Background: an optimization exercise with open tools, aiming at small area, a short achievable clock period and few clock cycles per item. Do not read the settings as production practice.
At most, simulation tests tie the RTL to the original design; equivalence was not proved.
No activity file was given, so power comes from the tool's default toggle rates.

==> flow/design.v <==
`timescale 1ns/1ps
module fft_top (
  input  logic                       clk,
  input  logic                       reset_i,
  input  logic                       in_valid_i,
  output logic                       in_ready_o,
  input  logic [2*(4 + 4)-1:0] in_sample_i,
  output logic                       out_valid_o,
  input  logic                       out_ready_i,
  output logic [2*(4 + 4)-1:0] out_bin_o,
  output logic                       out_last_o
);
  logic [3:0][15:0] d_q, s_q, hi_q;
  logic [15:0]      bk1_q, bk3_q, bk5_q, bk7_q;
  logic [8:0]       z_q;
  logic             c7_q;
  logic [15:0]      out_q;
  logic             out_v_q, out_last_q;
  logic [2:0] fc_q;       
  logic       pa_cur_q;   
  logic [2:0] pa_q;       
  logic       bk_rdy_q;   
  logic [2:0] ob_q;       
  logic       ir_q;       
  logic       rdy_q;      
  logic       vin_q;      
  logic [15:0] in_q;
  logic       st0_q, st1_q, w2_q, p2_q, p3_q, p4_q, p5_q, p6_q;
  logic       sa_d_q, sa_s0_q, sa_s1_q, sa_s2_q, sa_b1_q, sa_b3_q;
  logic       sb_d_q, sb_s1_q, sb_s2_q, sb_s3_q, sb_b5_q, sb_b7_q;
  logic       jx_q, j3_q;
  logic       evc_q;      
  logic fire, start, step1, out_acc, ev, jstep;
  logic op;
  assign fire    = in_valid_i && rdy_q;
  assign op      = vin_q && ir_q;
  assign start   = st0_q;
  assign step1   = st1_q;
  assign out_acc = !out_v_q || out_ready_i;
  assign ev      = out_acc && evc_q;
  assign jstep   = ev && !ob_q[2];
  logic [2:0] fc_n, pa_n, ob_n;
  logic       j1_done, j3_done;
  logic       pa_cur_n, bk_rdy_n, ir_n;
  always_comb begin
    fc_n = op ? fc_q + 3'd1 : fc_q;
    if (op && fc_q == 3'd7)
      pa_cur_n = 1'b0;
    else if (start)
      pa_cur_n = 1'b1;
    else
      pa_cur_n = pa_cur_q;
    if (start)
      pa_n = 3'd1;
    else if (step1)
      pa_n = 3'd2;
    else if (pa_q >= 3'd2 && pa_q <= 3'd6)
      pa_n = pa_q + 3'd1;
    else
      pa_n = pa_q;
    if (p3_q)
      bk_rdy_n = 1'b1;
    else if (jstep && ob_q == 3'd3)
      bk_rdy_n = 1'b0;
    else
      bk_rdy_n = bk_rdy_q;
    ob_n    = ev ? ob_q + 3'd1 : ob_q;
    j1_done = !bk_rdy_n || (!ob_n[2] && ob_n[1:0] != 2'd0);
    j3_done = !bk_rdy_n || (!ob_n[2] && ob_n[1:0] == 2'd3);
    case (fc_n)
      3'd0:             ir_n = (pa_n >= 3'd1);
      3'd1, 3'd2, 3'd3: ir_n = (pa_n >= 3'd2);
      3'd4, 3'd5:       ir_n = (pa_n >= 3'd4) && j1_done;
      3'd6:             ir_n = (pa_n >= 3'd4) && j3_done;
      default:          ir_n = pa_cur_n || (pa_n == 3'd7 && !bk_rdy_n);
    endcase
  end
  logic       w2_e, p2_e, p3_e, jm_e;
  logic [2:0] ob_e;
  always_comb begin
    if (reset_i) begin
      w2_e = 1'b0;
      p2_e = 1'b0;
      p3_e = 1'b0;
      ob_e = 3'd0;
      jm_e = 1'b0;
    end else begin
      w2_e = ((pa_n == 3'd7) && !bk_rdy_n && (fc_n == 3'd7) && !pa_cur_n) ||
             (pa_n == 3'd1);
      p2_e = (pa_n == 3'd2);
      p3_e = (pa_n == 3'd3);
      ob_e = ev ? ob_q + 3'd1 : ob_q;
      jm_e = bk_rdy_n && !ob_e[2];
    end
  end
  always_ff @(posedge clk) begin
    sa_d_q  <= w2_e;
    sa_s0_q <= p2_e || (jm_e && ob_e[1:0] == 2'd0);
    sa_s1_q <= p3_e;
    sa_s2_q <= jm_e && ob_e[1:0] == 2'd2;
    sa_b1_q <= jm_e && ob_e[1:0] == 2'd1;
    sa_b3_q <= jm_e && ob_e[1:0] == 2'd3;
    sb_d_q  <= w2_e;
    sb_s2_q <= p2_e;
    sb_s3_q <= p3_e || (jm_e && ob_e[1:0] == 2'd2);
    sb_s1_q <= jm_e && ob_e[1:0] == 2'd0;
    sb_b5_q <= jm_e && ob_e[1:0] == 2'd1;
    sb_b7_q <= jm_e && ob_e[1:0] == 2'd3;
    jx_q    <= ob_e[1];
    j3_q    <= jm_e && ob_e[1:0] == 2'd3;
  end
  always_ff @(posedge clk) begin
    if (reset_i) begin
      fc_q     <= 3'd0;
      pa_cur_q <= 1'b0;
      pa_q     <= 3'd7;
      bk_rdy_q <= 1'b0;
      ob_q     <= 3'd0;
      out_v_q  <= 1'b0;
      evc_q    <= 1'b0;
      ir_q     <= 1'b1;
      rdy_q    <= 1'b1;
      vin_q    <= 1'b0;
      st0_q    <= 1'b0;
      st1_q    <= 1'b0;
      w2_q     <= 1'b0;
      p2_q     <= 1'b0;
      p3_q     <= 1'b0;
      p4_q     <= 1'b0;
      p5_q     <= 1'b0;
      p6_q     <= 1'b0;
    end else begin
      st0_q    <= (pa_n == 3'd7) && !bk_rdy_n && (fc_n == 3'd7) && !pa_cur_n;
      st1_q    <= (pa_n == 3'd1) && !pa_cur_n;
      w2_q     <= ((pa_n == 3'd7) && !bk_rdy_n && (fc_n == 3'd7) && !pa_cur_n) ||
                  (pa_n == 3'd1);
      p2_q     <= (pa_n == 3'd2);
      p3_q     <= (pa_n == 3'd3);
      p4_q     <= (pa_n == 3'd4);
      p5_q     <= (pa_n == 3'd5);
      p6_q     <= (pa_n == 3'd6);
      fc_q     <= fc_n;
      pa_cur_q <= pa_cur_n;
      pa_q     <= pa_n;
      bk_rdy_q <= bk_rdy_n;
      ir_q     <= ir_n;
      evc_q    <= (ev ? (ob_q[2] ^ (ob_q[1:0] == 2'd3)) : ob_q[2]) || bk_rdy_n;
      vin_q    <= rdy_q ? in_valid_i : vin_q;
      rdy_q    <= !(rdy_q ? in_valid_i : vin_q) || ir_n;
      if (ev) begin
        ob_q    <= ob_q + 3'd1;
        out_v_q <= 1'b1;
      end else if (out_acc) begin
        out_v_q <= 1'b0;
      end
    end
  end
  assign in_ready_o = rdy_q;
  always_ff @(posedge clk) begin
    if (!vin_q || ir_q)
      in_q <= in_sample_i;
  end
  logic [15:0] x_sum, x_dif;
  assign x_sum = {d_q[0][15:8] + in_q[15:8], d_q[0][7:0] + in_q[7:0]};
  assign x_dif = {d_q[0][15:8] - in_q[15:8], d_q[0][7:0] - in_q[7:0]};
  always_ff @(posedge clk) begin
    if (op) begin
      d_q[0] <= d_q[1];
      d_q[1] <= d_q[2];
      d_q[2] <= d_q[3];
      d_q[3] <= fc_q[2] ? x_dif : in_q;
    end
  end
  logic [1:0]  j;
  logic        s1m;
  logic [15:0] opa, opb2;
  logic [7:0]  bx, by;
  logic        c_p, c_m;
  logic [8:0]  t_p, t_m;
  logic [7:0]  s1_lr, s1_hr, s1_p, s1_m;
  assign j   = ob_q[1:0];
  assign s1m = w2_q || p2_q || p3_q;
  assign opa = ({16{sa_d_q}}  & d_q[1]) | ({16{sa_s0_q}} & s_q[0]) |
               ({16{sa_s1_q}} & s_q[1]) | ({16{sa_s2_q}} & s_q[2]) |
               ({16{sa_b1_q}} & bk1_q)  | ({16{sa_b3_q}} & bk3_q);
  assign opb2 = ({16{sb_d_q}}  & {d_q[3][7:0], d_q[3][15:8]}) |
                ({16{sb_s1_q}} & s_q[1]) | ({16{sb_s2_q}} & s_q[2]) |
                ({16{sb_s3_q}} & s_q[3]) | ({16{sb_b5_q}} & bk5_q) |
                ({16{sb_b7_q}} & bk7_q);
  assign bx = opb2[15:8];
  assign by = opb2[7:0];
  assign c_p   = j3_q && !c7_q;
  assign c_m   = !j3_q || c7_q;
  assign t_p   = {opa[7:0], 1'b1} + {by, c_p};
  assign t_m   = {opa[7:0], 1'b1} + {~by, c_m};
  assign s1_lr = opa[15:8] + bx;
  assign s1_hr = opa[15:8] - bx;
  assign s1_p  = t_p[8:1];
  assign s1_m  = t_m[8:1];
  logic              tw7, tw_nr;
  logic signed [7:0] tw_r, tw_i;
  logic signed [8:0] tw_z;
  logic signed [12:0] tw_m;
  logic [7:0]        tw_f;
  assign tw7   = p4_q || p5_q;
  assign tw_nr = p3_q || p4_q;
  assign tw_r  = tw7 ? bk7_q[15:8] : bk5_q[15:8];
  assign tw_i  = tw7 ? bk7_q[7:0]  : bk5_q[7:0];
  assign tw_z  = tw_nr ? {tw_i[7], tw_i} - {tw_r[7], tw_r} : {tw_i[7], tw_i} + {tw_r[7], tw_r};
  assign tw_m  = {{4{z_q[8]}}, z_q} * 13'd11;
  assign tw_f  = tw_m[11:4];
  always_ff @(posedge clk) begin
    z_q <= tw_z;
    if (p6_q)
      c7_q <= (z_q[3:0] == 4'd0);
  end
  always_ff @(posedge clk) begin
    if (start) begin
      bk1_q <= {s1_lr, s1_m};                       
      bk3_q <= {s1_hr, s1_p};                       
    end
    if (step1) begin
      bk5_q <= {s1_lr, s1_m};                       
      bk7_q <= {s1_hr, s1_p};                       
    end
    if (p3_q) bk5_q[15:8] <= tw_f;          
    if (p4_q) bk5_q[7:0]  <= tw_f;          
    if (p5_q) bk7_q[15:8] <= tw_f;          
    if (p6_q) bk7_q[7:0]  <= tw_f;          
  end
  always_ff @(posedge clk) begin
    if (op && fc_q[2])
      s_q[fc_q[1:0]] <= x_sum;
    if (p2_q) begin
      s_q[0] <= {s1_lr, s1_p};                      
      s_q[2] <= {s1_hr, s1_m};                      
    end
    if (p3_q) begin
      s_q[1] <= {s1_lr, s1_p};                      
      s_q[3] <= {s1_m, s1_hr};                      
    end
  end
  logic [15:0] x_lo, x_hi;
  assign x_lo = {s1_lr, jx_q ? s1_m : s1_p};
  assign x_hi = {s1_hr, jx_q ? s1_p : s1_m};
  always_ff @(posedge clk) begin
    if (ev) begin
      out_q      <= ob_q[2] ? hi_q[0] : x_lo;
      out_last_q <= (ob_q == 3'd7);
      hi_q[0]    <= hi_q[1];
      hi_q[1]    <= hi_q[2];
      hi_q[2]    <= hi_q[3];
      hi_q[3]    <= x_hi;
    end
  end
  assign out_valid_o = out_v_q;
  assign out_bin_o   = out_q;
  assign out_last_o  = out_last_q;
endmodule
clock: 6.0 ns
lec_check: 0
abc_area: 1
cap_margin: 20
core_margin: 2
core_utilization: 40
cts_cluster_diameter: 100
cts_cluster_size: 24
setup_slack_margin: 3.0
slew_margin: 20
run.sh (not shown) runs the stock make flow with config.mk's settings and CLKGATE_MAP_FILE= SYNTH_SCRIPT=/design/flow/synth_recipe.tcl, a recipe that flattens the netlist after the stock synthesis.
The starting point completed with no timing, DRC or antenna violations.
Next try:
--- a/flow/design.v
+++ b/flow/design.v
@@ -15,11 +15,12 @@
   logic [8:0]       z_q;
   logic             c7_q;
   logic [15:0]      out_q;
-  logic             out_v_q, out_last_q;
+  logic             out_v_q;
   logic [2:0] fc_q;       
   logic       pa_cur_q;   
   logic [2:0] pa_q;       
   logic       bk_rdy_q;   
+  logic [2:0] jc_q;       
   logic [2:0] ob_q;       
   logic       ir_q;       
   logic       rdy_q;      
@@ -39,8 +40,7 @@
   assign out_acc = !out_v_q || out_ready_i;
   assign ev      = out_acc && evc_q;
   assign jstep   = ev && !ob_q[2];
-  logic [2:0] fc_n, pa_n, ob_n;
-  logic       j1_done, j3_done;
+  logic [2:0] fc_n, pa_n, jc_n;
   logic       pa_cur_n, bk_rdy_n, ir_n;
   always_comb begin
     fc_n = op ? fc_q + 3'd1 : fc_q;
@@ -64,18 +64,21 @@
       bk_rdy_n = 1'b0;
     else
       bk_rdy_n = bk_rdy_q;
-    ob_n    = ev ? ob_q + 3'd1 : ob_q;
-    j1_done = !bk_rdy_n || (!ob_n[2] && ob_n[1:0] != 2'd0);
-    j3_done = !bk_rdy_n || (!ob_n[2] && ob_n[1:0] == 2'd3);
+    if (p3_q)
+      jc_n = 3'd0;
+    else if (jstep)
+      jc_n = jc_q + 3'd1;
+    else
+      jc_n = jc_q;
     case (fc_n)
       3'd0:             ir_n = (pa_n >= 3'd1);
       3'd1, 3'd2, 3'd3: ir_n = (pa_n >= 3'd2);
-      3'd4, 3'd5:       ir_n = (pa_n >= 3'd4) && j1_done;
-      3'd6:             ir_n = (pa_n >= 3'd4) && j3_done;
+      3'd4, 3'd5:       ir_n = (pa_n >= 3'd4) && (jc_n >= 3'd1);
+      3'd6:             ir_n = (pa_n >= 3'd4) && (jc_n >= 3'd3);
       default:          ir_n = pa_cur_n || (pa_n == 3'd7 && !bk_rdy_n);
     endcase
   end
-  logic       w2_e, p2_e, p3_e, jm_e;
+  logic       w2_e, p2_e, p3_e, s1m_e;
   logic [2:0] ob_e;
   always_comb begin
     if (reset_i) begin
@@ -83,31 +86,30 @@
       p2_e = 1'b0;
       p3_e = 1'b0;
       ob_e = 3'd0;
-      jm_e = 1'b0;
     end else begin
       w2_e = ((pa_n == 3'd7) && !bk_rdy_n && (fc_n == 3'd7) && !pa_cur_n) ||
              (pa_n == 3'd1);
       p2_e = (pa_n == 3'd2);
       p3_e = (pa_n == 3'd3);
       ob_e = ev ? ob_q + 3'd1 : ob_q;
-      jm_e = bk_rdy_n && !ob_e[2];
-    end
+    end
+    s1m_e = w2_e || p2_e || p3_e;
   end
   always_ff @(posedge clk) begin
     sa_d_q  <= w2_e;
-    sa_s0_q <= p2_e || (jm_e && ob_e[1:0] == 2'd0);
+    sa_s0_q <= p2_e || (!s1m_e && ob_e[1:0] == 2'd0);
     sa_s1_q <= p3_e;
-    sa_s2_q <= jm_e && ob_e[1:0] == 2'd2;
-    sa_b1_q <= jm_e && ob_e[1:0] == 2'd1;
-    sa_b3_q <= jm_e && ob_e[1:0] == 2'd3;
+    sa_s2_q <= !s1m_e && ob_e[1:0] == 2'd2;
+    sa_b1_q <= !s1m_e && ob_e[1:0] == 2'd1;
+    sa_b3_q <= !s1m_e && ob_e[1:0] == 2'd3;
     sb_d_q  <= w2_e;
     sb_s2_q <= p2_e;
-    sb_s3_q <= p3_e || (jm_e && ob_e[1:0] == 2'd2);
-    sb_s1_q <= jm_e && ob_e[1:0] == 2'd0;
-    sb_b5_q <= jm_e && ob_e[1:0] == 2'd1;
-    sb_b7_q <= jm_e && ob_e[1:0] == 2'd3;
+    sb_s3_q <= p3_e || (!s1m_e && ob_e[1:0] == 2'd2);
+    sb_s1_q <= !s1m_e && ob_e[1:0] == 2'd0;
+    sb_b5_q <= !s1m_e && ob_e[1:0] == 2'd1;
+    sb_b7_q <= !s1m_e && ob_e[1:0] == 2'd3;
     jx_q    <= ob_e[1];
-    j3_q    <= jm_e && ob_e[1:0] == 2'd3;
+    j3_q    <= !s1m_e && ob_e[1:0] == 2'd3;
   end
   always_ff @(posedge clk) begin
     if (reset_i) begin
@@ -115,6 +117,7 @@
       pa_cur_q <= 1'b0;
       pa_q     <= 3'd7;
       bk_rdy_q <= 1'b0;
+      jc_q     <= 3'd4;
       ob_q     <= 3'd0;
       out_v_q  <= 1'b0;
       evc_q    <= 1'b0;
@@ -143,6 +146,7 @@
       pa_cur_q <= pa_cur_n;
       pa_q     <= pa_n;
       bk_rdy_q <= bk_rdy_n;
+      jc_q     <= jc_n;
       ir_q     <= ir_n;
       evc_q    <= (ev ? (ob_q[2] ^ (ob_q[1:0] == 2'd3)) : ob_q[2]) || bk_rdy_n;
       vin_q    <= rdy_q ? in_valid_i : vin_q;
@@ -246,7 +250,6 @@
   always_ff @(posedge clk) begin
     if (ev) begin
       out_q      <= ob_q[2] ? hi_q[0] : x_lo;
-      out_last_q <= (ob_q == 3'd7);
       hi_q[0]    <= hi_q[1];
       hi_q[1]    <= hi_q[2];
       hi_q[2]    <= hi_q[3];
@@ -255,5 +258,5 @@
   end
   assign out_valid_o = out_v_q;
   assign out_bin_o   = out_q;
-  assign out_last_o  = out_last_q;
+  assign out_last_o  = (ob_q == 3'd0);
 endmodule
The changed run finished clean.
Clock-buffer cell count grows by 4.
Clock skew is about the same.
Design area shrinks by 3.5%.
Worst setup slack improved by 9.9 ps.
Wire length shrinks by 7.1%.
Sequential power grows by about 3%.
Worst hold slack got worse by 4.0 ps.
Final cell count shrinks by 2.9%.
Synthesized area shrinks by 1.8%.
Critical path depth shrinks by 4.
Via count shrinks by 5.0%.
First-iteration DRC count shrinks by 26%.
Testbench counts after the change, summed over its fixed seeds: cycles 4,200, frames 512.
Function not checked in the first run of this note: the RTL went through the layout flow alone.

[what the ideal ports hide]
No port has a modelled driver above. Below, the same layouts with a new extraction and two added sets of constraints.
Step 1: set_driving_cell puts a clkbuf_16 on clk and a buf_2 on each other input, an assumption about the parent block.
Step 2 also shifts input and output timing later by t, the mid clock arrival at the registers, as if the neighbouring blocks saw the same clock.
Slacks: no drivers / after step 1 / after step 2; pairs: no drivers / after step 1.
run | t, ns | setup WS [ns] | clock arrival spread, ns | worst data-port slew with drivers (ns) | cell pins on the clock port's net
the first run | 0.597 | 3.066 / 3.066 / 2.815 | 0.027 / 0.026 | 0.03 | 1
the second run | 0.573 | 3.076 / 3.043 / 2.647 | 0.029 / 0.028 | 0.03 | 1
After both steps every run listed still meets setup and hold. For the second run, which loses most, drivers alone change the setup slack by -0.033 ns; drivers and shift together by -0.429 ns.
